Background: an optimization exercise with open tools, aiming at small area. Do not read the settings as production practice. The RTL was checked by simulation tests, not by an equivalence proof against the original design.

## tundra
==> flow/design.v (excerpt) <==
module chess_top #(
    parameter int DEBOUNCE_CYCLES = 4
) (
    input  logic         clk,
    input  logic         rst,
    input  logic [4:0]   buttons,
    output logic [255:0] board,
    output logic [5:0]   cursor,
    output logic [6:0]   selection,
    output logic         turn
);
    logic [4:0] presses;
    logic [3:0] under_cursor;
    logic       mv_valid;
    logic [5:0] mv_from, mv_to;
    logic [2:0] mv_kind;
    button_conditioner #(
        .DEBOUNCE_CYCLES(DEBOUNCE_CYCLES)
    ) button_conditioner_inst (
        .clk    (clk),
        .rst    (rst),
        .buttons(buttons),
        .presses(presses)
    );
    logic [7:0] cur_row, cur_col;
    logic [3:0] by_col [8];
    always_comb begin
        for (int k = 0; k < 8; k++) begin
            cur_row[k] = (cursor[5:3] == 3'(k));
            cur_col[k] = (cursor[2:0] == 3'(k));
        end
    end
    for (genvar b = 0; b < 4; b++) begin : g_uc
        for (genvar c = 0; c < 8; c++) begin : g_col
            logic [7:0] column;
            for (genvar r = 0; r < 8; r++) begin : g_row
                assign column[r] = board[4*(8*r+c)+b];
            end
            pick8 pick_row (
  ...
Size: roughly 1000 cells after synthesis, ~310 flip-flops, ~280 I/O pins.
Settings: LEC_CHECK=0, CAP_MARGIN=20, CORE_MARGIN=2, CORE_UTILIZATION=60, PLACE_DENSITY=0.75, SLEW_MARGIN=20, SYNTH_HIERARCHICAL=1; clock period 5.0 ns.
standard.sh (not shown) runs the stock make flow with config.mk's settings and CLKGATE_MAP_FILE= SYNTH_SCRIPT=/design/flow/synth_recipe.tcl, a recipe that flattens the netlist after the stock synthesis.
==> flow/flow/run.sh <==
#!/bin/bash
# The standard layout with three changes: every port is buffered by the
# smallest buffer, ABC maps for a light load (so it does not upsize gates
# that drive one or two pins), and the clock tree uses small sink clusters
# of clkbuf_4 without dummy loads.
set -euo pipefail
export BUFFER_PORTS_ARGS="-buffer_cell sky130_fd_sc_hd__buf_1"
export CTS_ARGS="-sink_clustering_enable -repair_clock_nets -dont_use_dummy_load -buf_list sky130_fd_sc_hd__clkbuf_4 -sink_clustering_size 8 -sink_clustering_max_diameter 40"
bash standard.sh ABC_LOAD_IN_FF=1 finish > standard.log 2>&1
tundra did not stop at any stage, and its layout met the timing, DRC and antenna checks.
#### Input delta (delta over tundra)
diff --git a/flow/config.mk b/flow/config.mk
--- a/flow/config.mk
+++ b/flow/config.mk
@@ -8,6 +8,5 @@
 export CAP_MARGIN = 20
 export CORE_MARGIN = 2
-export CORE_UTILIZATION = 60
-export PLACE_DENSITY = 0.75
+export CORE_UTILIZATION = 40
 export SLEW_MARGIN = 20
 export SYNTH_HIERARCHICAL = 1
==> comparison <==
Going from tundra to delta, headroom to the max-slew limit went down, core utilization lower, final worst slack higher, non-clock buffer count increased by about 1% relative to the old numbers.


Another version of the RTL of chess_top (not shown whole).
Size in the first run: about 1000 cells after synthesis, ~310 flip-flops, ~280 I/O pins, roughly 12000 µm² of cells after synthesis.
export LEC_CHECK = 0
export CAP_MARGIN = 20
export CORE_MARGIN = 2
export CORE_UTILIZATION = 40
export SLEW_MARGIN = 20
export SYNTH_HIERARCHICAL = 1
create_clock -name core_clock -period 5.0 [get_ports {clk}]
==> flow/flow/run.sh <==
#!/bin/bash
# The standard layout with three changes: every port is buffered by the
# smallest buffer, ABC maps for a light load (so it does not upsize gates
# that drive one or two pins), and the clock tree uses small sink clusters
# of clkbuf_8 without dummy loads.
set -euo pipefail
export BUFFER_PORTS_ARGS="-buffer_cell sky130_fd_sc_hd__buf_1"
export CTS_ARGS="-sink_clustering_enable -repair_clock_nets -dont_use_dummy_load -buf_list sky130_fd_sc_hd__clkbuf_8 -sink_clustering_size 12 -sink_clustering_max_diameter 60"
bash standard.sh ABC_LOAD_IN_FF=1 finish > standard.log 2>&1
The starting point went through all stages and came out clean.
Next try:
==> flow/flow/run.sh (replaced) <==
#!/bin/bash
# The standard layout with three changes: every port is buffered by the
# smallest buffer, ABC maps for a light load (so it does not upsize gates
# that drive one or two pins), and the clock tree uses small sink clusters
# of clkbuf_4 without dummy loads.
set -euo pipefail
export BUFFER_PORTS_ARGS="-buffer_cell sky130_fd_sc_hd__buf_1"
export CTS_ARGS="-sink_clustering_enable -repair_clock_nets -dont_use_dummy_load -buf_list sky130_fd_sc_hd__clkbuf_4 -sink_clustering_size 8 -sink_clustering_max_diameter 40"
bash standard.sh ABC_LOAD_IN_FF=1 finish > standard.log 2>&1
What happened: Cell area is about the same. Fmax rises by 0.95%. First-iteration DRC count rises by 9.1%. Worst hold slack is worse by 0.041 ns. Routed wire length is about the same.

-- re-timing with driven ports --
The results above use ideal ports. As a check the final layouts listed here were re-extracted and re-timed, cells and wires unchanged.
Step 1 sets driving cells, clkbuf_16 on the clock port and buf_2 on the other inputs (assumed; they add their load-dependent delay and slew).
Step 2 moves the port delays by t, midway between the first and last clock arrival at a register: inputs arrive t later, outputs are due t later. That takes back most of the time a late clock gives input paths.
Three values: no drivers, after step 1, after step 2; two values: the first two.
run | t, ns | setup slack, ns | worst setup path at the end | slew at the worst register clock pin (ns) | cell pins on the clock port's net
tundra | 0.696 | 0.986 / 0.986 / 0.986 | register to register | 0.10 / 0.10 | 1
delta | 0.702 | 1.068 / 1.068 / 1.068 | register to register | 0.10 / 0.10 | 1
the first run of note 2 | 0.619 | 0.951 / 0.951 / 0.951 | register to register | 0.09 / 0.09 | 1
the second run of note 2 | 0.709 | 0.989 / 0.989 / 0.989 | register to register | 0.10 / 0.10 | 1
After both steps every run listed still meets setup and hold.
